This design comes from an exercise in tuning for small area, a short achievable clock period and few clock cycles on the open sky130 flow, not from production work. At most, simulation tests tie the RTL to the original design; equivalence was not proved. No functional check of the RTL was part of runs 6 and 7.

## flow/design.v (module list and top-level ports; edited modules follow where they fit)
// module fixed_mul_q: 1408 lines
// module mac_fa: 4 lines
// module mac_ha: 4 lines
// module perceptron_trainer_fixed: 113 lines
module perceptron_trainer_fixed
#(
    parameter int             tam        = 16,
    parameter logic [tam-1:0] LR         = 16'h0400,
    parameter int             MAX_EPOCHS = 32
) (
    input  logic                 clk,
    input  logic                 rst,
    input  logic                 start,
    input  logic [3:0][tam-1:0]  in1,
    input  logic [3:0][tam-1:0]  in2,
    input  logic [3:0][tam-1:0]  d,
    input  logic [tam-1:0]       w0_init,
    input  logic [tam-1:0]       w1_init,
    input  logic [tam-1:0]       w2_init,
    output logic [tam-1:0]       w0,
    output logic [tam-1:0]       w1,
    output logic [tam-1:0]       w2,
    output logic                 busy,
    output logic                 done,
    output logic                 converged,
    output logic [7:0]           epoch_cnt
);
  // ...
==> flow/run.sh <==
#!/bin/bash
# synth_recipe.tcl (not shown) runs the flow's synth.tcl, then flattens the netlist and writes it again
# the make line also repeats each setting of config.mk as NAME=value (left out here)
make -C /OpenROAD-flow-scripts/flow DESIGN_CONFIG=/design/flow/config.mk WORK_HOME=/design/flow/orfs CLKGATE_MAP_FILE= SYNTH_SCRIPT=/design/flow/synth_recipe.tcl finish
==> flow/config.mk <==
export PLATFORM = sky130hd
export DESIGN_NAME = perceptron_trainer_fixed
export DESIGN_NICKNAME = perceptron_trainer_fixed
export VERILOG_FILES = /design/flow/design.v
export SDC_FILE = /design/flow/constraint.sdc
export NUM_CORES = 4
export LEC_CHECK = 0
export CAP_MARGIN = 20
export CORE_MARGIN = 2
export CORE_UTILIZATION = 40
export SETUP_SLACK_MARGIN = 5
export SLEW_MARGIN = 20
export SYNTH_HIERARCHICAL = 1
export SYNTH_MINIMUM_KEEP_SIZE = 0
==> flow/constraint.sdc <==
create_clock -name core_clock -period 13.0 [get_ports {clk}]
set_input_delay 2.6000 -clock core_clock [delete_from_list [all_inputs] [get_ports {clk}]]
set_output_delay 2.6000 -clock core_clock [all_outputs]
set_load 0.01 [all_outputs]
==> out/metrics.cfg, run 1 <==
[routing]
met3_length_mm = 3.701
dr_wl_met2_mm = 29.96
route.detailed.drc = 0
vias = 15440
drtIter0Drc = 1364

[finish]
multi_input_gates = 1586
signal_buffers = 327
clkCellAreaFrac_pct = 2.561
fin_util_pct = 48.98
multiInputGateArea_sq_um = 14470
n_clock_buffer = 19

[yosys]
synth_fa_ha_area_share_pct = 33.38
synthDistinctLibCells = 60
netlist.area_leader.share_pct = 24.55

[floorplanning]
dieArea_sq_um = 47400
n_tap_cell = 600
fp.coreArea_sq_um = 45190

[critical_path]
reg2reg_from = w2_q[13]$_DFFE_PP_
critPathBufInv = 2
ff2ff_path_depth = 18
crit_start = w2_q[13]$_DFFE_PP_
slowest_delay_ns = 0.82

[job]
cap_viol_max_count = 0

[global_route]
use_met1_pct = 32.33
grt_overflow = 0
grt_max_degree = 69

[clock_tree]
clk_latency_ns = 0.46
cts_buffer_depth = 2

[status]
status = complete, no violations

Testbench counts, summed over its fixed seeds: cycles 6,410.
==> inputs of run 2 (changes only) <==
==> flow/flow/run.sh (new file) <==
#!/bin/bash
set -euo pipefail
export SETUP_SLACK_MARGIN="$(cat flow/setup_margin)"
bash standard.sh finish > flow_make.log 2>&1
==> flow/flow/setup_margin (new file) <==
7
==> flow/standard.sh (new file) <==
#!/bin/bash
# synth_recipe.tcl (not shown) runs the flow's synth.tcl, then flattens the netlist and writes it again
# the make line also repeats each setting of config.mk as NAME=value (left out here)
make -C /OpenROAD-flow-scripts/flow DESIGN_CONFIG=/design/flow/config.mk WORK_HOME=/design/flow/orfs CLKGATE_MAP_FILE= SYNTH_SCRIPT=/design/flow/synth_recipe.tcl "${@:-finish}"
--- a/flow/config.mk
+++ b/flow/config.mk
@@ -10,3 +10,2 @@
 export CORE_UTILIZATION = 40
-export SETUP_SLACK_MARGIN = 5
 export SLEW_MARGIN = 20
removed: flow/run.sh
==> run 2 against run 1 <==
Flip-flop and latch count is the same. Setup slack better by 0.79 ns. Area after synthesis is the same.
==> out/metrics.cfg, run 2 <==
[floorplanning]
io_pins = 302  ; unchanged
fp.coreArea_sq_um = 45190  ; unchanged
dieArea_sq_um = 47400  ; unchanged
die_x_um = 217.7  ; unchanged
die_y_um = 217.7  ; unchanged
rows = 78  ; unchanged
start_util_pct = 40.43  ; unchanged

[yosys]
synth_seq_cells = 124  ; unchanged
avgSynthCellArea_sq_um = 9.505  ; unchanged
ys_warn_count = 7  ; unchanged
ys_seq_area_share_pct = 16.27  ; unchanged
synthDistinctLibCells = 60  ; unchanged
synth_area_leaders = fa_1, xnor2_1, a22oi_1, ha_1, dfxtp_1  ; unchanged
syn-instance-count = 1922  ; unchanged
synth_top_family_by_area = adder cells  ; unchanged
synth_area_sq_um = 18270  ; unchanged
synth_fa_ha_area_share_pct = 33.38  ; unchanged
synthArstFlopShare_pct = 0  ; unchanged
synth.most_common_cell = xnor2_1  ; unchanged
synth-compound-area-share_pct = 18.87  ; unchanged
synth.top_cells.by_count = xnor2_1, a22oi_1, fa_1, nand2_1, ha_1  ; unchanged
synthFlopType = dfxtp_1  ; unchanged
yosys.area_share.simple_pct = 9.527  ; unchanged
synthMuxAreaShare_pct = 0.4178  ; unchanged
synth-edff-count = 49  ; unchanged
synth_top_cell_by_area = fa_1  ; unchanged
synth-xor-area-share_pct = 16.72  ; unchanged
netlist.area_leader.share_pct = 24.55  ; unchanged

[placed_design]
dp_slack_ns = 5.969  ; was 5.719 ns
io_buffers = 299  ; unchanged
place_congestion = 0.9428  ; was 0.9068
place_inst = 2690  ; was 2,682
dp_hpwl_mm = 48.51  ; was 47.30 mm

[global_route]
antenna_found_initial = 1  ; unchanged
grt_max_degree = 69  ; unchanged
first_global_vias = 16900  ; was 15,710
grt_usage_pct = 27.61  ; was 25.72%
grt_overflow = 0  ; unchanged
grt_pass1_wl_mm = 99.06  ; was 92.52 mm

[timing]
rsz0062_at_grt = yes  ; was no
maxSlewViolCount = 0  ; unchanged
setup_slack_ns = 6.506  ; was 5.715 ns
setup_tns_ns = 0  ; unchanged
skew_ns = 0.01236  ; was 0.01748 ns
worstMarginPinSlew_ns = 0.9842  ; was 1.095 ns
slew_headroom_pct = 34.08  ; was 26.58%
finalCritPeriodShare_pct = 49.95  ; was 56.04%
setup_viol = 0  ; unchanged
timing.fmax_ghz = 0.1540  ; was 0.1373 GHz
hold_viol_final = 0  ; unchanged
final.min_clock_period_ns = 6.494  ; was 7.285 ns

[critical_path]
worstPathArrival_ns = 6.68  ; was 7.36 ns
crit_path_end = w2_q[4]$_DFFE_PP_  ; was w1_q[2]$_DFFE_PP_
crit_start = w1_q[15]$_DFFE_PP_  ; was w2_q[13]$_DFFE_PP_
crit_path_start_kind = register  ; unchanged
rrSetupSlack_ns = 6.51  ; was 5.72 ns
ff2ff_path_depth = 23  ; was 18
worstSetupPathType = register to register  ; unchanged
cp.depth = 23  ; was 18
worstSetupEndpointType = register  ; unchanged
crit_required_ns = 13.19  ; was 13.08 ns
critical-path-top-delay-family = adder cells  ; unchanged
crit_chain = buf_12 > buf_12 > a22oi_2 > xnor2_2 > fa_2 > fa_2 > fa_2 > fa_2 > fa_2 > fa_1 > inv_2 > ha_4 > xnor2_4 > nor4_4 > nand4_1 > and2_4 > mux2_4 > xnor2_4 > a21oi_4 > buf_6 > buf_6 > buf_12 > buf_16  ; was a22oi_1 > xnor2_1 > fa_1 > fa_1 > fa_1 > fa_1 > fa_1 > fa_1 > inv_1 > ha_1 > xnor2_1 > nor4b_1 > nand4_1 > and2_0 > mux2_2 > xnor2_1 > a21oi_4 > buf_4
r2r_end = w2_q[4]$_DFFE_PP_  ; was w1_q[2]$_DFFE_PP_
slowest_delay_ns = 0.65  ; was 0.82 ns
reg2reg_from = w1_q[15]$_DFFE_PP_  ; was w2_q[13]$_DFFE_PP_
critPathBufInv = 7  ; was 2
path_common_cell = fa_2  ; was fa_1
crit_slowest_cell = fa_2  ; was edfxtp_1
worstPathMaxFanout = 5  ; was 39

[routing]
vias = 16170  ; was 15,440
dr.pass1.iters = 5  ; was 6
drtIter0Drc = 1085  ; was 1,364
wl_mm = 64.38  ; was 60.11 mm
route.detailed.drc = 0  ; unchanged
drtAntennaViolNets = 0  ; unchanged
routed_via_density = 5.742  ; was 5.685
wl_per_cell_um = 22.85  ; was 22.14 um

[finish]
mostFrequentLayoutCells = clkdlybuf4s50_1, xnor2_1, a22oi_1, nand2_1, fa_1  ; was clkdlybuf4s50_1, xnor2_1, a22oi_1, fa_1, nand2_1
nets = 2799  ; was 2,697
stdcell_count = 2817  ; was 2,715
area_growth_pct = 33.16  ; was 21.16%
layout-drive-gt1-share_pct = 17.28  ; was 3.784%
layout_commonest_cell = clkdlybuf4s50_1  ; unchanged
top_regs = w0_q: 16 flops, w1_q: 16 flops, w2_q: 16 flops  ; unchanged
fin_util_pct = 53.84  ; was 48.98%

[clock_tree]
htreeDepth = 4  ; unchanged
clk_pin_slew_ns = 0.06  ; about the same
cts_buffer_depth = 2  ; unchanged
cts_tree = yes  ; unchanged
clockRootBuffer = clkbuf_16  ; unchanged
cts_num_sinks = 124  ; unchanged
cts_buffers = 17  ; unchanged
clk_latency_ns = 0.47  ; was 0.46 ns
postCtsHoldBufs = 0  ; unchanged

[min_path]
hold_class = register to register  ; unchanged

[status]
status = complete, no violations  ; unchanged

[job]
cap_viol_max_count = 0  ; unchanged

==> run 2: cell counts after synthesis <==
No cell type changed its count.
==> run 2: what timing repair did <==
item                                    CTS  global route
setup buffers                            81             6
gates cloned                              7             0
gates resized for setup                 137            25
endpoints found under the setup margin   49            49
pin swaps                                73            20
==> run 2: logic make-up after synthesis <==
group | Yosys count
other | 2
adder cells (fa/ha/maj) | 353
XOR/XNOR | 348
buffers and inverters | 218
AO/OA/AOI/OAI | 501
multiplexers | 6
flip-flops | 124
AND/OR/NAND/NOR | 370
==> run 2: per-module statistics from Yosys, one instance, submodules excluded <==
module,cells inside,flops+latches
mac_fa,1,0
fixed_mul_q,806,0
mac_ha,1,0
perceptron_trainer_fixed,864,124
==> run 2: worst min-delay path by stage <==
stage / slack (ns) / depth (start not counted) / from / end
4_1_cts: 0.46 / 2 / idx_q[1]$_SDFFE_PP0P_ / idx_q[1]$_SDFFE_PP0P_
2_1_floorplan: 0.43 / 2 / idx_q[1]$_SDFFE_PP0P_ / idx_q[1]$_SDFFE_PP0P_
6_report: 0.46 / 2 / idx_q[1]$_SDFFE_PP0P_ / idx_q[1]$_SDFFE_PP0P_
3_3_place_gp: 0.44 / 2 / idx_q[1]$_SDFFE_PP0P_ / idx_q[1]$_SDFFE_PP0P_
3_5_place_dp: 0.45 / 2 / idx_q[1]$_SDFFE_PP0P_ / idx_q[1]$_SDFFE_PP0P_
5_1_grt: 0.48 / 2 / idx_q[1]$_SDFFE_PP0P_ / idx_q[1]$_SDFFE_PP0P_
==> run 2: final cells by class <==
type	count	area, sq um
diodes	1	2.502
flip-flops and latches	124	3049
repair buffers	429	4402
clock inverters	10	98.84
inverters	45	168.9
well taps	600	750.7
multi-input cells	1586	15340
clock buffers	22	518.0
fillers	4007	20860
==> run 2: routing by layer <==
metal  wire length, um  track usage (%)
met1             25000            33.34
met4              2776            11.78
met2             32430            48.30
met5                 0                0
met3              4176            4.770
==> run 2: worst register-to-register path, cell delays in order (launching register included) <==
cell      delay, ns
edfxtp_1       0.41
buf_12         0.16
buf_12         0.12
a22oi_2        0.19
xnor2_2        0.10
fa_2           0.65
fa_2           0.48
fa_2           0.38
fa_2           0.55
fa_2           0.44
fa_1           0.54
inv_2          0.06
ha_4           0.24
xnor2_4        0.15
nor4_4         0.27
nand4_1        0.12
and2_4         0.16
mux2_4         0.33
xnor2_4        0.17
a21oi_4        0.21
buf_6          0.16
buf_6          0.11
buf_12         0.09
buf_16         0.12
==> run 2: per-stage QoR <==
stage                     hold WS, ns  area, sq um
after floorplan                0.4262        19210
after global placement         0.4376        22090
after detailed placement       0.4496        22090
after CTS                      0.4611        24140
after global routing           0.4837        24330
final                          0.4579        24330
==> inputs of run 3 (changes only) <==
==> flow/flow/run.sh (replaced) <==
#!/bin/bash
set -euo pipefail
export SETUP_SLACK_MARGIN="$(cat flow/setup_margin)"
# Port buffers: the smallest plain buffer rather than buffer_ports' default pick.
export BUFFER_PORTS_ARGS="-buffer_cell sky130_fd_sc_hd__buf_1"
bash standard.sh finish > flow_make.log 2>&1
==> run 3 against run 2 <==
Critical path depth is the same. Still clean. Critical endpoint is now epoch_q[1]$_SDFFE_PP0P_. Design area down 7.8%. Register-to-register slack better by 0.03 ns. Non-clock buffer count fell by 3. First-iteration DRC count rose by 40%. Clock skew grew 0.0017 ns. Area after synthesis stayed put. Routed wire length down 1.6%.
==> out/metrics.cfg, run 3 <==
[global_route]
grt_overflow = 0  ; unchanged
grt_usage_pct = 26.89  ; was 27.61%
grt_pass1_wl_mm = 96.48  ; was 99.06 mm
grt_max_degree = 67  ; was 69
antenna_found_initial = 4  ; was 1
first_global_vias = 16490  ; was 16,900

[yosys]
synth.most_common_cell = xnor2_1  ; unchanged
netlist.area_leader.share_pct = 24.55  ; unchanged
synth.top_cells.by_count = xnor2_1, a22oi_1, fa_1, nand2_1, ha_1  ; unchanged
synth_top_cell_by_area = fa_1  ; unchanged
synthFlopType = dfxtp_1  ; unchanged
ys_seq_area_share_pct = 16.27  ; unchanged
synth-edff-count = 49  ; unchanged
synth_seq_cells = 124  ; unchanged
syn-instance-count = 1922  ; unchanged
synth_area_leaders = fa_1, xnor2_1, a22oi_1, ha_1, dfxtp_1  ; unchanged
synthArstFlopShare_pct = 0  ; unchanged
avgSynthCellArea_sq_um = 9.505  ; unchanged
synthDistinctLibCells = 60  ; unchanged
synth_area_sq_um = 18270  ; unchanged
ys_warn_count = 7  ; unchanged

[routing]
drtAntennaViolNets = 0  ; unchanged
drtIter0Drc = 1524  ; was 1,085
route.detailed.drc = 0  ; unchanged
routed_via_density = 5.756  ; was 5.742
dr.pass1.iters = 7  ; was 5
wl_mm = 63.35  ; was 64.38 mm
vias = 16210  ; was 16,170
wl_per_cell_um = 22.50  ; was 22.85 um

[min_path]
worstHoldStart = idx_q[1]$_SDFFE_PP0P_  ; unchanged
hold_depth = 2  ; unchanged
hold_class = register to register  ; unchanged
whs_endpoint = idx_q[1]$_SDFFE_PP0P_  ; unchanged

[clock_tree]
cts_buffers = 17  ; unchanged
clk_latency_ns = 0.46  ; was 0.47 ns
cts_buffer_depth = 2  ; unchanged
clockRootBuffer = clkbuf_16  ; unchanged
cts_num_sinks = 124  ; unchanged
clk_pin_slew_ns = 0.07  ; was 0.06 ns
cts_tree = yes  ; unchanged
htreeDepth = 4  ; unchanged

[placed_design]
placed_cell_area_sq_um = 20210  ; was 22,090 sq um
io_buffers = 299  ; unchanged
dp_hpwl_mm = 46.91  ; was 48.51 mm
place_congestion = 0.9159  ; was 0.9428

[finish]
layout_commonest_cell = buf_1  ; was clkdlybuf4s50_1
seqCellArea_sq_um = 3044  ; was 3049 sq um
multiInputGateArea_sq_um = 15350  ; was 15,340 sq um
layout-drive-gt1-share_pct = 17.53  ; was 17.28%
top_regs = w0_q: 16 flops, w1_q: 16 flops, w2_q: 16 flops  ; unchanged
area_growth_pct = 22.80  ; was 33.16%
mostFrequentLayoutCells = buf_1, xnor2_1, a22oi_1, fa_1, nand2_1  ; was clkdlybuf4s50_1, xnor2_1, a22oi_1, nand2_1, fa_1
nets = 2796  ; was 2,799
final_cell_area_sq_um = 22430  ; was 24,330 sq um
fin_util_pct = 49.65  ; was 53.84%
final.fill_count = 4116  ; was 4,007

[critical_path]
ff2ff_path_depth = 23  ; unchanged
crit_slowest_cell = fa_2  ; unchanged
path_common_cell = fa_2  ; unchanged
r2r_end = epoch_q[1]$_SDFFE_PP0P_  ; was w2_q[4]$_DFFE_PP_
reg2reg_from = w1_q[9]$_DFFE_PP_  ; was w1_q[15]$_DFFE_PP_
rrSetupSlack_ns = 6.54  ; was 6.51 ns
worstPathArrival_ns = 6.79  ; was 6.68 ns
crit_chain = buf_12 > buf_6 > a22oi_2 > xnor2_2 > fa_2 > fa_2 > fa_2 > fa_2 > fa_2 > fa_2 > inv_2 > ha_4 > xnor2_2 > nor4_2 > nand4_1 > and2_1 > mux2_4 > xnor2_4 > a32oi_2 > and3_4 > buf_4 > mux2i_1 > nor2_1  ; was buf_12 > buf_12 > a22oi_2 > xnor2_2 > fa_2 > fa_2 > fa_2 > fa_2 > fa_2 > fa_1 > inv_2 > ha_4 > xnor2_4 > nor4_4 > nand4_1 > and2_4 > mux2_4 > xnor2_4 > a21oi_4 > buf_6 > buf_6 > buf_12 > buf_16
worstPathMaxFanout = 7  ; was 5
worstSetupPathType = register to register  ; unchanged
slowest_delay_ns = 0.62  ; was 0.65 ns
crit_path_start_kind = register  ; unchanged
worstSetupEndpointType = register  ; unchanged
critical-path-top-delay-family = adder cells  ; unchanged
crit_required_ns = 13.33  ; was 13.19 ns
critPathBufInv = 4  ; was 7

[job]
cap_viol_max_count = 0  ; unchanged

[timing]
fin_hold_ws_ns = 0.4544  ; was 0.4579 ns
slew_headroom_pct = 27.58  ; was 34.08%
setup_tns_ns = 0  ; unchanged
finalCritPeriodShare_pct = 49.70  ; was 49.95%
rsz0062_at_grt = yes  ; unchanged
hold_viol_final = 0  ; unchanged
timing.fmax_ghz = 0.1548  ; was 0.1540 GHz
setup_viol = 0  ; unchanged
worstMarginPinSlew_ns = 1.086  ; was 0.9842 ns
final.min_clock_period_ns = 6.461  ; was 6.494 ns
maxSlewViolCount = 0  ; unchanged
skew_ns = 0.01402  ; was 0.01236 ns

[status]
status = complete, no violations  ; unchanged

[floorplanning]
fp.coreArea_sq_um = 45190  ; unchanged
die_y_um = 217.7  ; unchanged
start_util_pct = 40.43  ; unchanged
die_x_um = 217.7  ; unchanged
io_pins = 302  ; unchanged
rows = 78  ; unchanged
dieArea_sq_um = 47400  ; unchanged

[run 3: cell count changes in the layout (fill, tap and decap cells not counted), sizes merged]
cell           before  now
clkinvlp            2    0
clkdlybuf4s50     299    0
diode               1    3
clkbuf             22   19
clkinv              5    3
inv                47   55
buf               130  426
bufinv              1    0
[run 3: worst max-delay path by stage]
stage / depth (start not counted) / startpoint / endpoint
after floorplan: 19 / w2_q[10]$_DFFE_PP_ / w0_q[10]$_DFFE_PP_
after global placement: 21 / w1_q[10]$_DFFE_PP_ / epoch_q[5]$_SDFFE_PP0P_
after detailed placement: 21 / w1_q[1]$_DFFE_PP_ / epoch_q[5]$_SDFFE_PP0P_
after CTS: 23 / w1_q[15]$_DFFE_PP_ / epoch_q[5]$_SDFFE_PP0P_
after global routing: 23 / w1_q[14]$_DFFE_PP_ / epoch_q[5]$_SDFFE_PP0P_
final: 23 / w1_q[9]$_DFFE_PP_ / epoch_q[1]$_SDFFE_PP0P_
[run 3: what timing repair did]
item                                    CTS  global route
hold buffers                              0             0
hold endpoints to repair                  0             0
setup buffers                            79             6
endpoints found under the setup margin   49            49
gates resized for setup                 144            28
pin swaps                                70            30
gates cloned                              7             0
[run 3: cell families (layout without fill, tap and decap cells)]
kind of cell    count (synthesis)  in the layout  share of synthesized area, %
buf+inv                       218            503                         4.767
simple gates                  370            370                         9.527
mux                             6              6                        0.4178
xor+xnor                      348            348                         16.72
fa+ha+maj                     353            353                         33.38
other cells                     2             11                       0.04111
flops                         124            124                         16.27
compound gates                501            501                         18.87
[run 3: per-module statistics from Yosys (local to each module, per instance)]
| module | area [sq um] | copies in the design |
|---|---|---|
| perceptron_trainer_fixed | 7533 | 1 |
| mac_fa | 20.02 | 220 |
| fixed_mul_q | 5931 | 1 |
| mac_ha | 12.51 | 32 |
[run 3: area by class of cell]
cell class,count,area share (%)
multi-input cells,1586,68.43
inverters,45,0.7529
flip-flops and latches,124,13.57
clock inverters,13,0.5243
well taps,600,3.346
clock buffers,19,2.069
diodes,3,0.03346
repair buffers,426,11.28
[run 3: layer usage]
layer / GRT usage [%] / share of wire (%)
met3: 3.696 / 6.1
met1: 32.51 / 38
met2: 47.02 / 51
met5: 0 / 0
met4: 13.04 / 4.8
[run 3: metrics by stage]
stage               cells  worst slack [ns]
finish               2816             6.539
global route         2816             6.374
CTS                  2807             6.599
detailed placement   2689             5.880
global placement     2689             5.928
floorplan            1928             6.648
[run 3: worst register-to-register path, delay by kind of cell (launching register included)]
kind | cells | cell delay, ns
adder cells (fa/ha/maj) | 7 | 3.25
AND/OR/NAND/NOR | 5 | 0.89
multiplexers | 2 | 0.49
buffers and inverters | 4 | 0.46
flip-flops | 1 | 0.43
XOR/XNOR | 3 | 0.41
AO/OA/AOI/OAI | 2 | 0.39
==> inputs of run 4 (changes only) <==
==> flow/flow/setup_margin (replaced) <==
6
--- a/flow/config.mk
+++ b/flow/config.mk
@@ -9,3 +9,4 @@
 export CORE_MARGIN = 2
-export CORE_UTILIZATION = 40
+export CORE_UTILIZATION = 65
+export PLACE_DENSITY = 0.75
 export SLEW_MARGIN = 20
==> run 4 against run 3 <==
Largest cell class unchanged. Non-clock buffer count is 22 lower. Core utilization is 26 points higher. Still clean. Critical endpoint is now epoch_q[5]$_SDFFE_PP0P_. Maximum frequency is 4.8% lower.
==> out/metrics.cfg, run 4 <==
[global_route]
antenna_found_initial = 6  ; was 4
grt_max_degree = 69  ; was 67
grt_overflow = 0  ; unchanged
grt_usage_pct = 40.46  ; was 26.89%
first_global_vias = 16260  ; was 16,490
grt_pass1_wl_mm = 89.93  ; was 96.48 mm

[job]
cap_viol_max_count = 0  ; unchanged

[finish]
fin_util_pct = 75.55  ; was 49.65%
area_growth_pct = 14.57  ; was 22.80%
nets = 2774  ; was 2,796
final.fill_count = 1993  ; was 4,116
top_regs = w0_q: 16 flops, w1_q: 16 flops, w2_q: 16 flops  ; unchanged
mostFrequentLayoutCells = buf_1, xnor2_1, a22oi_1, fa_1, nand2_1  ; unchanged
layout_commonest_cell = buf_1  ; unchanged
layout-drive-gt1-share_pct = 9.493  ; was 17.53%

[timing]
final.min_clock_period_ns = 6.786  ; was 6.461 ns
rsz0062_at_grt = no  ; was yes
maxSlewViolCount = 0  ; unchanged
skew_ns = 0.01155  ; was 0.01402 ns
timing.fmax_ghz = 0.1474  ; was 0.1548 GHz
finalCritPeriodShare_pct = 52.20  ; was 49.70%
hold_viol_final = 0  ; unchanged
worstMarginPinSlew_ns = 1.167  ; was 1.086 ns
setup_slack_ns = 6.214  ; was 6.539 ns
slew_headroom_pct = 21.87  ; was 27.58%
setup_viol = 0  ; unchanged
setup_tns_ns = 0  ; unchanged
fin_hold_ws_ns = 0.4537  ; was 0.4544 ns

[clock_tree]
htreeDepth = 4  ; unchanged
clk_pin_slew_ns = 0.06  ; was 0.07 ns
cts_buffer_depth = 2  ; unchanged
cts_buffers = 17  ; unchanged
postCtsHoldBufs = 0  ; unchanged
clk_latency_ns = 0.44  ; was 0.46 ns
cts_tree = yes  ; unchanged
clockRootBuffer = clkbuf_16  ; unchanged
cts_num_sinks = 124  ; unchanged

[critical_path]
worstSetupEndpointType = register  ; unchanged
worstPathArrival_ns = 7.10  ; was 6.79 ns
crit_slowest_cell = edfxtp_1  ; was fa_2
critical-path-top-delay-family = adder cells  ; unchanged
slowest_delay_ns = 0.59  ; was 0.62 ns
crit_required_ns = 13.31  ; was 13.33 ns
crit_chain = buf_4 > a22oi_1 > xnor2_1 > fa_2 > fa_1 > fa_1 > fa_1 > fa_1 > fa_1 > inv_1 > ha_1 > xnor2_1 > nor4_2 > nand4_1 > and2_0 > mux2_4 > xnor2_2 > a32oi_2 > and3_4 > nand4_1 > xor2_1 > nor2_1  ; was buf_12 > buf_6 > a22oi_2 > xnor2_2 > fa_2 > fa_2 > fa_2 > fa_2 > fa_2 > fa_2 > inv_2 > ha_4 > xnor2_2 > nor4_2 > nand4_1 > and2_1 > mux2_4 > xnor2_4 > a32oi_2 > and3_4 > buf_4 > mux2i_1 > nor2_1
worstPathMaxFanout = 7  ; unchanged
path_common_cell = fa_1  ; was fa_2
worstSetupPathType = register to register  ; unchanged
critPathBufInv = 2  ; was 4
crit_path_start_kind = register  ; unchanged

[yosys]
synthArstFlopShare_pct = 0  ; unchanged
ys_seq_area_share_pct = 16.27  ; unchanged
synth_fa_ha_area_share_pct = 33.38  ; unchanged
synth_seq_cells = 124  ; unchanged
synthMuxAreaShare_pct = 0.4178  ; unchanged
avgSynthCellArea_sq_um = 9.505  ; unchanged
synth.top_cells.by_count = xnor2_1, a22oi_1, fa_1, nand2_1, ha_1  ; unchanged
ys_warn_count = 7  ; unchanged
yosys.area_share.simple_pct = 9.527  ; unchanged
synth-compound-area-share_pct = 18.87  ; unchanged
synth_top_family_by_area = adder cells  ; unchanged
synth-xor-area-share_pct = 16.72  ; unchanged
synthDistinctLibCells = 60  ; unchanged
netlist.area_leader.share_pct = 24.55  ; unchanged
synth_area_leaders = fa_1, xnor2_1, a22oi_1, ha_1, dfxtp_1  ; unchanged
synth_top_cell_by_area = fa_1  ; unchanged
synth_area_sq_um = 18270  ; unchanged
synth-edff-count = 49  ; unchanged
syn-instance-count = 1922  ; unchanged
synth.most_common_cell = xnor2_1  ; unchanged
synthFlopType = dfxtp_1  ; unchanged

[placed_design]
dp_hpwl_mm = 43.25  ; was 46.91 mm
io_buffers = 299  ; unchanged
place_congestion = 1.019  ; was 0.9159
dp_slack_ns = 5.643  ; was 5.880 ns

[floorplanning]
fp.coreArea_sq_um = 27710  ; was 45,190 sq um
dieArea_sq_um = 29460  ; was 47,400 sq um
die_x_um = 171.6  ; was 217.7 um
start_util_pct = 65.94  ; was 40.43%
die_y_um = 171.6  ; was 217.7 um
rows = 61  ; was 78
io_pins = 302  ; unchanged

[routing]
drtIter0Drc = 1981  ; was 1,524
wl_mm = 58.91  ; was 63.35 mm
route.detailed.drc = 0  ; unchanged
vias = 16420  ; was 16,210
routed_via_density = 6.376  ; was 5.756
wl_per_cell_um = 22.87  ; was 22.50 um
drtAntennaViolNets = 0  ; unchanged
dr.pass1.iters = 7  ; unchanged

[status]
status = complete, no violations  ; unchanged

[min_path]
hold_class = register to register  ; unchanged

==> run 4: changes by cell type in the layout (fill, tap and decap cells not counted), moves of 14 or more <==
cell and delta:
dfxtp_2 +14, xnor2_1 +19, fa_2 -57, a22oi_1 +60, xnor2_2 -18, buf_6 -15
a22oi_2 -60, fa_1 +57
==> run 4: logic make-up after synthesis <==
family | Yosys count
AOI/OAI and AO/OA | 501
and+or+nand+nor | 370
adders and majority gates | 353
xor gates and xnor gates | 348
buffers and inverters | 218
DFF | 124
muxes | 6
other | 2
==> run 4: repair_timing <==
action / CTS / global route
pin swaps: 0 / 5
setup endpoints to repair: 45 / 46
cloned: 0 / 0
gates resized for setup: 18 / 40
setup buffers: 81 / 6
==> run 4: final timing paths <==
check                             start                 endpoint  slack, ns  cells past startpoint
hold / removal    idx_q[1]$_SDFFE_PP0P_    idx_q[1]$_SDFFE_PP0P_       0.45                      2
setup / recovery     w2_q[11]$_DFFE_PP_  epoch_q[5]$_SDFFE_PP0P_       6.21                     22
setup reg to reg     w2_q[11]$_DFFE_PP_  epoch_q[5]$_SDFFE_PP0P_       6.21                     22
hold reg to reg   idx_q[1]$_SDFFE_PP0P_    idx_q[1]$_SDFFE_PP0P_       0.45                      2
==> run 4: routing by layer <==
layer	global-route usage, %	routed length (um)	up-vias
li1	-	-	7248
met4	21.22	3069	0
met2	66.07	28480	1010
met3	8.076	5525	165
met1	50.93	21830	8001
met5	0	0	-
==> run 4: tightest hold or removal path, delay by kind of cell, from the launching register on <==
family | cells | cell delay (ns)
simple gates | 2 | 0.09
flops | 1 | 0.31
==> run 4: area by class of cell <==
cell class / instances / area, sq um / area share [%]
diodes: 7 / 17.52 / 0.08369
clock buffers: 19 / 464.2 / 2.218
clock inverters: 13 / 148.9 / 0.7113
inverters: 45 / 168.9 / 0.8070
multi-input cells: 1586 / 14550 / 69.53
flip-flops and latches: 124 / 3024 / 14.45
well taps: 378 / 473.0 / 2.260
repair buffers: 404 / 2081 / 9.941
==> run 4: modules after synthesis, one instance, submodules excluded <==
module	flip-flops and latches	cell area, sq um
fixed_mul_q	0	5931
mac_fa	0	20.02
mac_ha	0	12.51
perceptron_trainer_fixed	124	7533
==> run 4: through the flow <==
step | instance area (sq um) | instances
finish | 20930 | 2576
floorplan | 18300 | 1928
CTS | 20750 | 2563
global placement | 19340 | 2450
detailed placement | 19340 | 2450
global route | 20930 | 2575
==> inputs of run 5 (changes only) <==
--- a/flow/config.mk
+++ b/flow/config.mk
@@ -9,4 +9,3 @@
 export CORE_MARGIN = 2
-export CORE_UTILIZATION = 65
-export PLACE_DENSITY = 0.75
+export CORE_UTILIZATION = 40
 export SLEW_MARGIN = 20
==> run 5 against run 4 <==
Critical endpoint is now epoch_q[4]$_SDFFE_PP0P_. Synthesized cell count stayed put. Flip-flop and latch count unchanged. Non-clock buffer count up 7. Hold slack gained 0.0051 ns. Design area is 1.2% higher. Critical path type unchanged. Global-route usage fell by 14 points. Still clean on timing, DRC and antenna. Register-to-register slack better by 0.03 ns. Maximum frequency is 0.45% higher.
==> out/metrics.cfg, run 5 <==
[finish]
layout_commonest_cell = buf_1  ; unchanged
area_growth_pct = 16.01  ; was 14.57%
layout-drive-gt1-share_pct = 9.145  ; was 9.493%
top_regs = w0_q: 16 flops, w1_q: 16 flops, w2_q: 16 flops  ; unchanged
insertedDiodeCount = 0  ; was 7
mostFrequentLayoutCells = buf_1, xnor2_1, a22oi_1, fa_1, nand2_1  ; unchanged
nets = 2781  ; was 2,774
final.fill_count = 4289  ; was 1,993

[floorplanning]
die_y_um = 217.7  ; was 171.6 um
io_pins = 302  ; unchanged
die_x_um = 217.7  ; was 171.6 um
fp.coreArea_sq_um = 45190  ; was 27,710 sq um
rows = 78  ; was 61
start_util_pct = 40.43  ; was 65.94%
dieArea_sq_um = 47400  ; was 29,460 sq um

[global_route]
antenna_found_initial = 0  ; was 6
grt_usage_pct = 26.16  ; was 40.46%
first_global_vias = 16090  ; was 16,260
grt_overflow = 0  ; unchanged
grt_max_degree = 69  ; unchanged
grt_pass1_wl_mm = 93.70  ; was 89.93 mm

[yosys]
synth.most_common_cell = xnor2_1  ; unchanged
ys_warn_count = 7  ; unchanged
syn-instance-count = 1922  ; unchanged
ys_seq_area_share_pct = 16.27  ; unchanged
netlist.area_leader.share_pct = 24.55  ; unchanged
synth_area_leaders = fa_1, xnor2_1, a22oi_1, ha_1, dfxtp_1  ; unchanged
synth-edff-count = 49  ; unchanged
synthFlopType = dfxtp_1  ; unchanged
synth.top_cells.by_count = xnor2_1, a22oi_1, fa_1, nand2_1, ha_1  ; unchanged
synth_area_sq_um = 18270  ; unchanged
synthDistinctLibCells = 60  ; unchanged
synth_top_cell_by_area = fa_1  ; unchanged
synthArstFlopShare_pct = 0  ; unchanged
synth_seq_cells = 124  ; unchanged
avgSynthCellArea_sq_um = 9.505  ; unchanged

[clock_tree]
clk_pin_slew_ns = 0.06  ; about the same
cts_num_sinks = 124  ; unchanged
htreeDepth = 4  ; unchanged
clockRootBuffer = clkbuf_16  ; unchanged
cts_tree = yes  ; unchanged
clk_latency_ns = 0.48  ; was 0.44 ns
cts_buffer_depth = 2  ; unchanged
postCtsHoldBufs = 0  ; unchanged
cts_buffers = 17  ; unchanged

[timing]
setup_tns_ns = 0  ; unchanged
maxSlewViolCount = 0  ; unchanged
fin_hold_ws_ns = 0.4588  ; was 0.4537 ns
hold_viol_final = 0  ; unchanged
finalCritPeriodShare_pct = 51.97  ; was 52.20%
skew_ns = 0.01308  ; was 0.01155 ns
setup_viol = 0  ; unchanged
final.min_clock_period_ns = 6.756  ; was 6.786 ns
worstMarginPinSlew_ns = 0.9446  ; was 1.167 ns
timing.fmax_ghz = 0.1480  ; was 0.1474 GHz
rsz0062_at_grt = no  ; unchanged
slew_headroom_pct = 36.64  ; was 21.87%

[routing]
drtIter0Drc = 1371  ; was 1,981
drtAntennaViolNets = 0  ; unchanged
dr.pass1.iters = 6  ; was 7
wl_per_cell_um = 21.92  ; was 22.87 um
wl_mm = 61.35  ; was 58.91 mm
vias = 16050  ; was 16,420
route.detailed.drc = 0  ; unchanged
routed_via_density = 5.737  ; was 6.376

[placed_design]
place_congestion = 0.9157  ; was 1.019
io_buffers = 299  ; unchanged
dp_hpwl_mm = 46.94  ; was 43.25 mm

[critical_path]
worstPathMaxFanout = 7  ; unchanged
worstPathArrival_ns = 7.11  ; was 7.10 ns
ff2ff_path_depth = 23  ; was 22
reg2reg_from = w1_q[5]$_DFFE_PP_  ; was w2_q[11]$_DFFE_PP_
rrSetupSlack_ns = 6.24  ; was 6.21 ns
crit_required_ns = 13.36  ; was 13.31 ns
worstSetupPathType = register to register  ; unchanged
crit_path_start_kind = register  ; unchanged
r2r_end = epoch_q[4]$_SDFFE_PP0P_  ; was epoch_q[5]$_SDFFE_PP0P_
worstSetupEndpointType = register  ; unchanged

[min_path]
worstHoldStart = idx_q[1]$_SDFFE_PP0P_  ; unchanged
hold_depth = 2  ; unchanged
hold_class = register to register  ; unchanged
whs_endpoint = idx_q[1]$_SDFFE_PP0P_  ; unchanged

[status]
status = complete, no violations  ; unchanged

[job]
cap_viol_max_count = 0  ; unchanged

## run 5: cell counts after synthesis
Identical to the previous run, type by type.
## run 5: through the flow
| stage | setup WS [ns] | utilization, % | cell area (sq um) | std cells |
|---|---|---|---|---|
| after floorplan | 6.206 | - | 18300 | 1928 |
| after global placement | 5.693 | 43.56 | 19690 | 2681 |
| after detailed placement | 5.628 | 43.56 | 19690 | 2681 |
| after CTS | 6.000 | 46.56 | 21040 | 2790 |
| after global routing | 5.964 | 46.90 | 21190 | 2798 |
| final | 6.244 | 46.90 | 21190 | 2798 |
## run 5: final cells by class
class / count / area (sq um) / area share [%]
Tap cell: 600 / 750.7 / 3.542
Inverter: 45 / 168.9 / 0.7970
Sequential cell: 124 / 3012 / 14.21
Clock buffer: 21 / 481.7 / 2.273
Multi-Input combinational cell: 1586 / 14530 / 68.55
Clock inverter: 11 / 80.08 / 0.3778
Timing Repair Buffer: 411 / 2172 / 10.25
## run 5: worst max-delay path by stage
stage / startpoint / end / slack (ns) / cells after the start
6_report: w1_q[5]$_DFFE_PP_ / epoch_q[4]$_SDFFE_PP0P_ / 6.24 / 23
3_3_place_gp: w2_q[12]$_DFFE_PP_ / w1_q[0]$_DFFE_PP_ / 5.69 / 18
2_1_floorplan: w1_q[10]$_DFFE_PP_ / w0_q[10]$_DFFE_PP_ / 6.21 / 19
3_5_place_dp: w2_q[12]$_DFFE_PP_ / w1_q[0]$_DFFE_PP_ / 5.63 / 18
5_1_grt: w1_q[5]$_DFFE_PP_ / epoch_q[4]$_SDFFE_PP0P_ / 5.96 / 23
4_1_cts: x1o_q[0]$_DFF_P_ / epoch_q[4]$_SDFFE_PP0P_ / 6.00 / 21
## run 5: kinds of logic (layout without fill, tap and decap cells)
group | Yosys count | count (layout) | share of synthesized area [%]
AO/OA/AOI/OAI | 501 | 501 | 18.87
buffers and inverters | 218 | 488 | 4.767
other | 2 | 8 | 0.04111
adder cells (fa/ha/maj) | 353 | 353 | 33.38
XOR/XNOR | 348 | 348 | 16.72
multiplexers | 6 | 6 | 0.4178
AND/OR/NAND/NOR | 370 | 370 | 9.527
flip-flops | 124 | 124 | 16.27
## run 5: layer usage
metal | global-route usage (%) | up-vias | part of all wire (%)
met1 | 32.65 | 7986 | 40
met5 | 0 | - | 0
met4 | 9.589 | 0 | 3.5
met2 | 46.04 | 698 | 51
met3 | 3.459 | 111 | 6.0
li1 | - | 7258 | -
## run 5: critical path, cell delays in order, from the launching register on
cell and delay (ns):
edfxtp_1 0.48, buf_12 0.18, buf_4 0.13, a22oi_1 0.20
xnor2_1 0.13, fa_1 0.45, fa_1 0.58, fa_1 0.46
fa_1 0.43, fa_1 0.50, fa_2 0.62, inv_1 0.06
ha_1 0.31, xnor2_1 0.18, nor4b_2 0.29, nand4_1 0.11
and2_0 0.17, mux2_4 0.34, xnor2_4 0.18, a32oi_2 0.24
and3_4 0.27, nand4_1 0.12, xor2_1 0.16, nor2_1 0.05
## run 5: per-module statistics from Yosys (local to each module, per instance)
module | flip-flops and latches | cell area, sq um
mac_fa | 0 | 20.02
mac_ha | 0 | 12.51
fixed_mul_q | 0 | 5931
perceptron_trainer_fixed | 124 | 7533
## run 5: repair_timing
item / CTS / global route
buffers inserted: 77 / 7
endpoints found under the setup margin: 47 / 45
resized for setup: 25 / 21
pin swaps: 0 / 6
==> module perceptron_trainer_fixed, before the edit <==
module perceptron_trainer_fixed
#(
    parameter int             tam        = 16,
    parameter logic [tam-1:0] LR         = 16'h0400,
    parameter int             MAX_EPOCHS = 32
) (
    input  logic                 clk,
    input  logic                 rst,
    input  logic                 start,
    input  logic [3:0][tam-1:0]  in1,
    input  logic [3:0][tam-1:0]  in2,
    input  logic [3:0][tam-1:0]  d,
    input  logic [tam-1:0]       w0_init,
    input  logic [tam-1:0]       w1_init,
    input  logic [tam-1:0]       w2_init,
    output logic [tam-1:0]       w0,
    output logic [tam-1:0]       w1,
    output logic [tam-1:0]       w2,
    output logic                 busy,
    output logic                 done,
    output logic                 converged,
    output logic [7:0]           epoch_cnt
);
    logic           busy_q, done_q, conv_q;
    logic [tam-1:0] w0_q, w1_q, w2_q;
    logic [tam-1:0] x1_q, x2_q;
    logic [7:0]     x1o_q, x1t_q, x2o_q, x2t_q;    
    logic           t_q;
    logic [1:0]     idx_q, streak_q;
    logic [5:0]     epoch_q;
    logic           accept, pos, err, fin, clean4, last;
    logic [1:0]     nidx;
    logic [tam-1:0] nx1, nx2;
    logic [tam-1:0] dx1, dx2, u0, u1, u2;
    assign accept = start && !busy_q;
    function automatic logic [7:0] b_one(input logic [tam-1:0] x);
        for (int k = 0; k < 8; k++)
            b_one[k] = x[2*k] ^ ((k == 0) ? 1'b0 : x[2*k-1]);
    endfunction
    function automatic logic [7:0] b_two(input logic [tam-1:0] x);
        logic h, m, l;
        for (int k = 0; k < 8; k++) begin
            h = x[2*k+1];
            m = x[2*k];
            l = (k == 0) ? 1'b0 : x[2*k-1];
            b_two[k] = (h & ~m & ~l) | (~h & m & l);
        end
    endfunction
    fixed_mul_q u_mac (
        .w0(w0_q),
        .w1(w1_q), .x1(x1_q), .x1one(x1o_q), .x1two(x1t_q),
        .w2(w2_q), .x2(x2_q), .x2one(x2o_q), .x2two(x2t_q),
        .pos(pos)
    );
    assign err = pos != t_q;
    assign dx1 = {{2{x1_q[tam-1]}}, x1_q[tam-1:2]};
    assign dx2 = {{2{x2_q[tam-1]}}, x2_q[tam-1:2]};
    assign u0  = t_q ? w0_q + LR  : w0_q - LR;
    assign u1  = t_q ? w1_q + dx1 : w1_q - dx1;
    assign u2  = t_q ? w2_q + dx2 : w2_q - dx2;
    assign last   = (idx_q == 2'd3);
    assign clean4 = (streak_q == 2'd3) && !err;
    assign fin    = clean4 || (last && epoch_q == 6'(MAX_EPOCHS));
    assign nidx   = busy_q ? idx_q + 2'd1 : 2'd0;
    assign nx1    = in1[nidx];
    assign nx2    = in2[nidx];
    always_ff @(posedge clk) begin
        if (rst) begin
            busy_q <= 1'b0;
            done_q <= 1'b0;
        end else if (accept) begin
            busy_q <= 1'b1;
            done_q <= 1'b0;
        end else if (busy_q && fin) begin
            busy_q <= 1'b0;
            done_q <= 1'b1;
        end
    end
    always_ff @(posedge clk) begin
        x1_q  <= nx1;
        x2_q  <= nx2;
        x1o_q <= b_one(nx1);
        x1t_q <= b_two(nx1);
        x2o_q <= b_one(nx2);
        x2t_q <= b_two(nx2);
        t_q  <= (d[nidx] != '0);
        if (accept) begin
            w0_q     <= w0_init;
            w1_q     <= w1_init;
            w2_q     <= w2_init;
            idx_q    <= 2'd0;
            streak_q <= 2'd0;
            epoch_q  <= 6'd1;
        end else if (busy_q) begin
            if (err) begin
                w0_q <= u0;
                w1_q <= u1;
                w2_q <= u2;
            end
            idx_q    <= idx_q + 2'd1;
            streak_q <= err ? 2'd0 : streak_q + 2'd1;
            if (last && !fin) epoch_q <= epoch_q + 6'd1;
            conv_q <= clean4;
        end
    end
    assign w0        = w0_q;
    assign w1        = w1_q;
    assign w2        = w2_q;
    assign busy      = busy_q;
    assign done      = done_q;
    assign converged = conv_q;
    assign epoch_cnt = {2'b00, epoch_q};
endmodule
==> inputs of run 6 (changes only) <==
--- a/flow/design.v
+++ b/flow/design.v
@@ -1477,5 +1477,5 @@
     assign dx2 = {{2{x2_q[tam-1]}}, x2_q[tam-1:2]};
-    assign u0  = t_q ? w0_q + LR  : w0_q - LR;
-    assign u1  = t_q ? w1_q + dx1 : w1_q - dx1;
-    assign u2  = t_q ? w2_q + dx2 : w2_q - dx2;
+    assign u0  = {w0_q[tam-1:10] + (t_q ? 6'h01 : 6'h3F), w0_q[9:0]};
+    assign u1  = w1_q + (dx1 ^ {tam{~t_q}}) + {{(tam-1){1'b0}}, ~t_q};
+    assign u2  = w2_q + (dx2 ^ {tam{~t_q}}) + {{(tam-1){1'b0}}, ~t_q};
     assign last   = (idx_q == 2'd3);
==> run 6 against run 5 <==
Register-to-register slack better by 0.04 ns. Via count fell by 2.4%. Maximum frequency rose by 0.58%. Routed wire length down 0.41%. Design area decreased by 1.6%. Setup slack better by 0.039 ns. Flip-flop and latch count stayed put. Core utilization rose by 0.18 points. First-iteration DRC count rose by 2.5%. Global-route usage down 0.094 points. Die area down 1.5%. Sequential share of layout area grew 0.29 points. Critical endpoint is now w2_q[3]$_DFFE_PP_. Largest cell class unchanged.
==> out/metrics.cfg, run 6 <==
[yosys]
synthArstFlopShare_pct = 0  ; unchanged
synth_area_leaders = fa_1, xnor2_1, a22oi_1, ha_1, dfxtp_1  ; unchanged
synth_top_cell_by_area = fa_1  ; unchanged
avgSynthCellArea_sq_um = 9.655  ; was 9.505 sq um
synthFlopType = dfxtp_1  ; unchanged
ys_seq_area_share_pct = 16.52  ; was 16.27%
synthDistinctLibCells = 65  ; was 60
synth.top_cells.by_count = xnor2_1, a22oi_1, fa_1, nand2_1, ha_1  ; unchanged
netlist.area_leader.share_pct = 24.92  ; was 24.55%
synth_seq_cells = 124  ; unchanged
synth.most_common_cell = xnor2_1  ; unchanged
synth-edff-count = 49  ; unchanged
syn-instance-count = 1864  ; was 1,922
ys_warn_count = 7  ; unchanged
synth_area_sq_um = 18000  ; was 18,270 sq um

[clock_tree]
clockRootBuffer = clkbuf_16  ; unchanged
htreeDepth = 4  ; unchanged
cts_tree = yes  ; unchanged
cts_num_sinks = 124  ; unchanged
clk_latency_ns = 0.46  ; was 0.48 ns
clk_pin_slew_ns = 0.06  ; about the same
cts_buffer_depth = 2  ; unchanged
cts_buffers = 17  ; unchanged

[routing]
route.detailed.drc = 0  ; unchanged
drtAntennaViolNets = 0  ; unchanged
dr.pass1.iters = 8  ; was 6
routed_via_density = 5.733  ; was 5.737
wl_mm = 61.09  ; was 61.35 mm
vias = 15670  ; was 16,050
drtIter0Drc = 1405  ; was 1,371
wl_per_cell_um = 22.35  ; was 21.92 um

[timing]
setup_tns_ns = 0  ; unchanged
timing.fmax_ghz = 0.1489  ; was 0.1480 GHz
rsz0062_at_grt = no  ; unchanged
finalCritPeriodShare_pct = 51.67  ; was 51.97%
worstMarginPinSlew_ns = 1.132  ; was 0.9446 ns
slew_headroom_pct = 24.17  ; was 36.64%
final.min_clock_period_ns = 6.717  ; was 6.756 ns
skew_ns = 0.01474  ; was 0.01308 ns
maxSlewViolCount = 0  ; unchanged
setup_viol = 0  ; unchanged
fin_hold_ws_ns = 0.4559  ; was 0.4588 ns
hold_viol_final = 0  ; unchanged

[floorplanning]
io_pins = 302  ; unchanged
die_x_um = 216.1  ; was 217.7 um
rows = 77  ; was 78
start_util_pct = 40.61  ; was 40.43%
die_y_um = 216.1  ; was 217.7 um
fp.coreArea_sq_um = 44320  ; was 45,190 sq um
dieArea_sq_um = 46700  ; was 47,400 sq um

[finish]
nets = 2712  ; was 2,781
seqCellArea_sq_um = 3025  ; was 3012 sq um
top_regs = w0_q: 16 flops, w1_q: 16 flops, w2_q: 16 flops  ; unchanged
multiInputGateArea_sq_um = 14180  ; was 14,530 sq um
layout_commonest_cell = xnor2_1  ; was buf_1
mostFrequentLayoutCells = xnor2_1, buf_1, a22oi_1, fa_1, nand2_1  ; was buf_1, xnor2_1, a22oi_1, fa_1, nand2_1
final.fill_count = 4297  ; was 4,289
layout-drive-gt1-share_pct = 9.967  ; was 9.145%
area_growth_pct = 15.94  ; was 16.01%

[critical_path]
worstSetupPathType = register to register  ; unchanged
path_common_cell = fa_1  ; unchanged
worstPathMaxFanout = 39  ; was 7
crit_path_start_kind = register  ; unchanged
crit_chain = buf_12 > buf_4 > a22oi_1 > xnor2_1 > fa_1 > fa_1 > fa_1 > fa_1 > fa_1 > fa_1 > inv_1 > ha_1 > xnor2_1 > nor4_2 > nand4_1 > o221ai_2 > o22ai_2 > xnor2_4 > a21oi_4 > clkbuf_8  ; was buf_12 > buf_4 > a22oi_1 > xnor2_1 > fa_1 > fa_1 > fa_1 > fa_1 > fa_1 > fa_2 > inv_1 > ha_1 > xnor2_1 > nor4b_2 > nand4_1 > and2_0 > mux2_4 > xnor2_4 > a32oi_2 > and3_4 > nand4_1 > xor2_1 > nor2_1
crit_slowest_cell = fa_1  ; was fa_2
crit_required_ns = 13.11  ; was 13.36 ns
worstSetupEndpointType = register  ; unchanged
critical-path-top-delay-family = adder cells  ; unchanged
worstPathArrival_ns = 6.82  ; was 7.11 ns
critPathBufInv = 4  ; was 3
slowest_delay_ns = 0.55  ; was 0.62 ns

[global_route]
grt_overflow = 0  ; unchanged
first_global_vias = 15690  ; was 16,090
grt_max_degree = 69  ; unchanged
antenna_found_initial = 2  ; was 0
grt_pass1_wl_mm = 92.40  ; was 93.70 mm
grt_usage_pct = 26.07  ; was 26.16%

[placed_design]
place_congestion = 0.9603  ; was 0.9157
dp_hpwl_mm = 46.12  ; was 46.94 mm
io_buffers = 299  ; unchanged

[job]
cap_viol_max_count = 0  ; unchanged

[min_path]
hold_class = register to register  ; unchanged

[status]
status = complete, no violations  ; unchanged

## run 6: changes by cell type after synthesis, sizes merged, moves of 4 or more
cell    delta
buf       +49
clkbuf    -44
nor2      -17
xor2      -17
xnor2     +16
nand2     -11
ha         -8
inv        -7
nand3      +7
a211oi     -5
o21ai      -5
a31oi      -4
## run 6: worst min-delay path: stages (launching register included)
cell and delay (ns):
dfxtp_1 0.31, nand2_1 0.06, nand2_1 0.04
## run 6: routing by layer
layer  wire, um  vias to the layer above  track usage (%)  part of all wire, %
li1           -                     7039                -                    -
met1      23330                     7748            31.66                   38
met2      31660                      759            46.76                   52
met3       3519                      121            2.737                  5.8
met4       2580                        0            11.26                  4.2
met5          0                        -                0                    0
## run 6: cell families (layout without fill, tap and decap cells)
kind of cell	Yosys count	count (layout)	synth area share, %
buf+inv	216	483	5.242
flops	124	124	16.52
compound gates	485	485	18.72
simple gates	343	343	9.080
mux	2	2	0.1808
fa+ha+maj	345	345	33.33
other cells	2	12	0.04173
xor+xnor	347	347	16.89
## run 6: path summary, 6_finish.rpt
| path | startpoint | end | slack (ns) | cells past startpoint |
|---|---|---|---|---|
| worst max register to register | w1_q[10]$_DFFE_PP_ | w2_q[3]$_DFFE_PP_ | 6.28 | 20 |
| worst min-delay path | idx_q[1]$_SDFFE_PP0P_ | idx_q[1]$_SDFFE_PP0P_ | 0.46 | 2 |
| worst max-delay path | w1_q[10]$_DFFE_PP_ | w2_q[3]$_DFFE_PP_ | 6.28 | 20 |
| worst min register to register | idx_q[1]$_SDFFE_PP0P_ | idx_q[1]$_SDFFE_PP0P_ | 0.46 | 2 |
## run 6: what timing repair did
action                     CTS  global route
setup endpoints to repair   45            47
buffers inserted            83            10
gates resized for setup     28            22
hold buffers                 0             0
pin swaps                    1             6
## run 6: per-stage QoR
| stage | instances | worst slack, ns | cell area (sq um) | util, % |
|---|---|---|---|---|
| CTS | 2719 | 6.001 | 20700 | 46.72 |
| global route | 2731 | 5.967 | 20860 | 47.07 |
| floorplan | 1870 | 6.063 | 18020 | - |
| detailed placement | 2604 | 5.756 | 19260 | 43.46 |
| finish | 2733 | 6.283 | 20860 | 47.08 |
| global placement | 2604 | 5.830 | 19260 | 43.46 |
## run 6: per-module statistics from Yosys, one instance, submodules excluded
module	cell area, sq um	cells inside	copies in the design
fixed_mul_q	5982	810	1
mac_fa	20.02	1	220
mac_ha	12.51	1	32
perceptron_trainer_fixed	7209	802	1
## run 6: cell type report
cell class / instances / area share [%]
sequential: 124 / 14.50
timing repair buffer: 413 / 10.29
tap: 592 / 3.550
clock buffer: 23 / 2.543
antenna: 4 / 0.04798
multi-input combinational: 1530 / 67.95
clock inverter: 9 / 0.4378
inverter: 38 / 0.6837
==> inputs of run 7 (changes only) <==
--- a/flow/config.mk
+++ b/flow/config.mk
@@ -10,2 +10,3 @@
 export CORE_UTILIZATION = 40
+export CTS_BUF_LIST = sky130_fd_sc_hd__clkbuf_8
 export SLEW_MARGIN = 20
@@ -13 +14,2 @@
 export SYNTH_MINIMUM_KEEP_SIZE = 0
+export TNS_END_PERCENT = 10
==> run 7 against run 6 <==
Still clean on timing, DRC and antenna. Setup slack improved by 0.0015 ns. Die area did not move. Clock skew up 0.0053 ns. Via count fell by 0.52%. Flip-flop and latch count did not move. Maximum frequency hardly changed. Critical path type unchanged. Critical endpoint is now w2_q[5]$_DFFE_PP_. Largest cell class unchanged.
==> out/metrics.cfg, run 7 <==
[critical_path]
worstSetupEndpointType = register  ; unchanged
ff2ff_path_depth = 19  ; was 20
worstPathMaxFanout = 39  ; unchanged
worstSetupPathType = register to register  ; unchanged
r2r_end = w2_q[5]$_DFFE_PP_  ; was w2_q[3]$_DFFE_PP_
crit_start = w1_q[12]$_DFFE_PP_  ; was w1_q[10]$_DFFE_PP_
crit_required_ns = 13.16  ; was 13.11 ns
worstPathArrival_ns = 6.88  ; was 6.82 ns
crit_path_start_kind = register  ; unchanged
reg2reg_from = w1_q[12]$_DFFE_PP_  ; was w1_q[10]$_DFFE_PP_
rrSetupSlack_ns = 6.28  ; about the same

[placed_design]
dp_hpwl_mm = 46.12  ; unchanged
dp_slack_ns = 5.756  ; unchanged
place_congestion = 0.9603  ; unchanged
placed_cell_area_sq_um = 19260  ; unchanged
io_buffers = 299  ; unchanged

[global_route]
grt_overflow = 0  ; unchanged
first_global_vias = 15560  ; was 15,690
antenna_found_initial = 2  ; unchanged
grt_pass1_wl_mm = 91.47  ; was 92.40 mm
grt_max_degree = 69  ; unchanged
grt_usage_pct = 25.77  ; was 26.07%

[yosys]
avgSynthCellArea_sq_um = 9.655  ; unchanged
ys_warn_count = 7  ; unchanged
syn-instance-count = 1864  ; unchanged
synth_top_cell_by_area = fa_1  ; unchanged
synth-edff-count = 49  ; unchanged
ys_seq_area_share_pct = 16.52  ; unchanged
synthArstFlopShare_pct = 0  ; unchanged
synth_area_leaders = fa_1, xnor2_1, a22oi_1, ha_1, dfxtp_1  ; unchanged
synth_area_sq_um = 18000  ; unchanged
netlist.area_leader.share_pct = 24.92  ; unchanged
synth_seq_cells = 124  ; unchanged
synthDistinctLibCells = 65  ; unchanged
synth.top_cells.by_count = xnor2_1, a22oi_1, fa_1, nand2_1, ha_1  ; unchanged
synth.most_common_cell = xnor2_1  ; unchanged
synthFlopType = dfxtp_1  ; unchanged

[clock_tree]
cts_num_sinks = 124  ; unchanged
cts_buffers = 17  ; unchanged
clk_pin_slew_ns = 0.09  ; was 0.06 ns
htreeDepth = 4  ; unchanged
clockRootBuffer = clkbuf_8  ; was clkbuf_16
clk_latency_ns = 0.52  ; was 0.46 ns
postCtsHoldBufs = 0  ; unchanged
cts_tree = yes  ; unchanged
cts_buffer_depth = 2  ; unchanged

[timing]
fin_hold_ws_ns = 0.4584  ; was 0.4559 ns
hold_viol_final = 0  ; unchanged
worstMarginPinSlew_ns = 1.122  ; was 1.132 ns
maxSlewViolCount = 0  ; unchanged
skew_ns = 0.02002  ; was 0.01474 ns
rsz0062_at_grt = no  ; unchanged
setup_tns_ns = 0  ; unchanged
timing.fmax_ghz = 0.1489  ; about the same
setup_slack_ns = 6.284  ; was 6.283 ns
slew_headroom_pct = 24.83  ; was 24.17%
finalCritPeriodShare_pct = 51.66  ; was 51.67%
final.min_clock_period_ns = 6.716  ; was 6.717 ns
setup_viol = 0  ; unchanged

[routing]
drtIter0Drc = 1398  ; was 1,405
drtAntennaViolNets = 0  ; unchanged
dr.pass1.iters = 6  ; was 8
wl_mm = 60.31  ; was 61.09 mm
vias = 15590  ; was 15,670
route.detailed.drc = 0  ; unchanged
wl_per_cell_um = 22.10  ; was 22.35 um
routed_via_density = 5.711  ; was 5.733

[finish]
mostFrequentLayoutCells = xnor2_1, buf_1, a22oi_1, fa_1, nand2_1  ; unchanged
nets = 2709  ; was 2,712
layout-drive-gt1-share_pct = 9.794  ; was 9.967%
area_growth_pct = 14.89  ; was 15.94%
top_regs = w0_q: 16 flops, w1_q: 16 flops, w2_q: 16 flops  ; unchanged
layout_commonest_cell = xnor2_1  ; unchanged
final_cell_area_sq_um = 20680  ; was 20,860 sq um

[floorplanning]
dieArea_sq_um = 46700  ; unchanged
io_pins = 302  ; unchanged
rows = 77  ; unchanged
start_util_pct = 40.61  ; unchanged
fp.coreArea_sq_um = 44320  ; unchanged
die_x_um = 216.1  ; unchanged
die_y_um = 216.1  ; unchanged

[job]
cap_viol_max_count = 0  ; unchanged

[min_path]
hold_class = register to register  ; unchanged
whs_endpoint = idx_q[1]$_SDFFE_PP0P_  ; unchanged
hold_depth = 2  ; unchanged
worstHoldStart = idx_q[1]$_SDFFE_PP0P_  ; unchanged

[status]
status = complete, no violations  ; unchanged

[run 7: per-stage QoR]
stage | util (%) | std cells
6_report | 46.65 | 2729
2_1_floorplan | - | 1870
5_1_grt | 46.65 | 2728
4_1_cts | 45.92 | 2701
3_5_place_dp | 43.46 | 2604
3_3_place_gp | 43.46 | 2604
[run 7: worst max path at each step]
| stage | endpoint | slack, ns |
|---|---|---|
| 4_1_cts | epoch_q[2]$_SDFFE_PP0P_ | 5.93 |
| 6_report | w2_q[5]$_DFFE_PP_ | 6.28 |
| 5_1_grt | epoch_q[4]$_SDFFE_PP0P_ | 5.96 |
| 2_1_floorplan | w0_q[10]$_DFFE_PP_ | 6.06 |
| 3_3_place_gp | w1_q[0]$_DFFE_PP_ | 5.83 |
| 3_5_place_dp | w2_q[3]$_DFFE_PP_ | 5.76 |
[run 7: kinds of logic (layout without fill, tap and decap cells)]
| family | Yosys count | count (layout) | share of synthesized area (%) |
|---|---|---|---|
| AO/OA/AOI/OAI | 485 | 485 | 18.72 |
| XOR/XNOR | 347 | 347 | 16.89 |
| adder cells (fa/ha/maj) | 345 | 345 | 33.33 |
| AND/OR/NAND/NOR | 343 | 343 | 9.080 |
| buffers and inverters | 216 | 480 | 5.242 |
| flip-flops | 124 | 124 | 16.52 |
| other | 2 | 11 | 0.04173 |
| multiplexers | 2 | 2 | 0.1808 |
[run 7: repair_timing]
item,CTS,global route
pin swaps,0,6
endpoints found under the hold margin,0,0
setup endpoints to repair,45,47
resized for setup,9,40
setup buffers,65,25
[run 7: Yosys stat by module (local to each module, per instance)]
module	cell area, sq um	copies in the design
fixed_mul_q	5982	1
mac_ha	12.51	32
mac_fa	20.02	220
perceptron_trainer_fixed	7209	1
[run 7: layout make-up]
| type | count | area (sq um) |
|---|---|---|
| Antenna cell | 3 | 7.507 |
| Clock buffer | 21 | 289.0 |
| Clock inverter | 11 | 151.4 |
| Fill cell | 4306 | 23640 |
| Inverter | 38 | 142.6 |
| Multi-Input combinational cell | 1530 | 14170 |
| Sequential cell | 124 | 3025 |
| Tap cell | 592 | 740.7 |
| Timing Repair Buffer | 410 | 2150 |
[run 7: worst max-delay path: stages, from the launching register on]
cell,delay (ns)
edfxtp_1,0.53
buf_4,0.20
a22oi_1,0.21
xnor2_1,0.14
fa_1,0.63
fa_1,0.47
fa_1,0.45
fa_1,0.44
fa_1,0.47
fa_1,0.57
inv_1,0.05
ha_1,0.32
xnor2_1,0.16
nor4_2,0.37
nand4_1,0.22
o221ai_2,0.21
o22ai_2,0.17
xnor2_4,0.20
a21oi_4,0.17
clkbuf_8,0.38
[run 7: metal layers]
layer | vias up | routed length, um | track usage, %
met2 | 702 | 31270 | 46.03
met4 | 0 | 2478 | 11.35
met5 | - | 0 | 0
met1 | 7745 | 23060 | 31.32
li1 | 7030 | - | -
met3 | 109 | 3505 | 2.807

separate check: timing with driven ports:
How much do the figures lean on ideal ports? The routed layouts below were timed once more, with nothing changed but the port constraints.
Step 1, drivers: a clkbuf_16 drives clk and a buf_2 each remaining input, both assumed.
Step 2 times the ports against the registers' clock, not the clock port: input delays grow and output delays shrink by t, the midpoint of the rising clock arrivals with the driver on.
a / b / c = ideal / step 1 / step 2; a / b = the first two.
run	shift t [ns]	setup WS [ns]	worst setup path after step 2	clock arrival spread, ns	worst slew at a driven data input, ns
run 1	0.506	5.715 / 5.715 / 5.715	register to register	0.017 / 0.017	0.10
run 2	0.518	6.506 / 6.506 / 6.506	register to register	0.013 / 0.013	0.15
run 3	0.516	6.539 / 6.539 / 6.539	register to register	0.014 / 0.014	0.09
run 4	0.491	6.214 / 6.214 / 6.214	register to register	0.012 / 0.011	0.13
run 5	0.530	6.244 / 6.244 / 6.244	register to register	0.015 / 0.015	0.07
run 6	0.513	6.283 / 6.283 / 6.283	register to register	0.016 / 0.016	0.11
run 7	0.562	6.284 / 6.284 / 6.284	register to register	0.023 / 0.023	0.11
After both steps setup and hold are still met in every run listed.
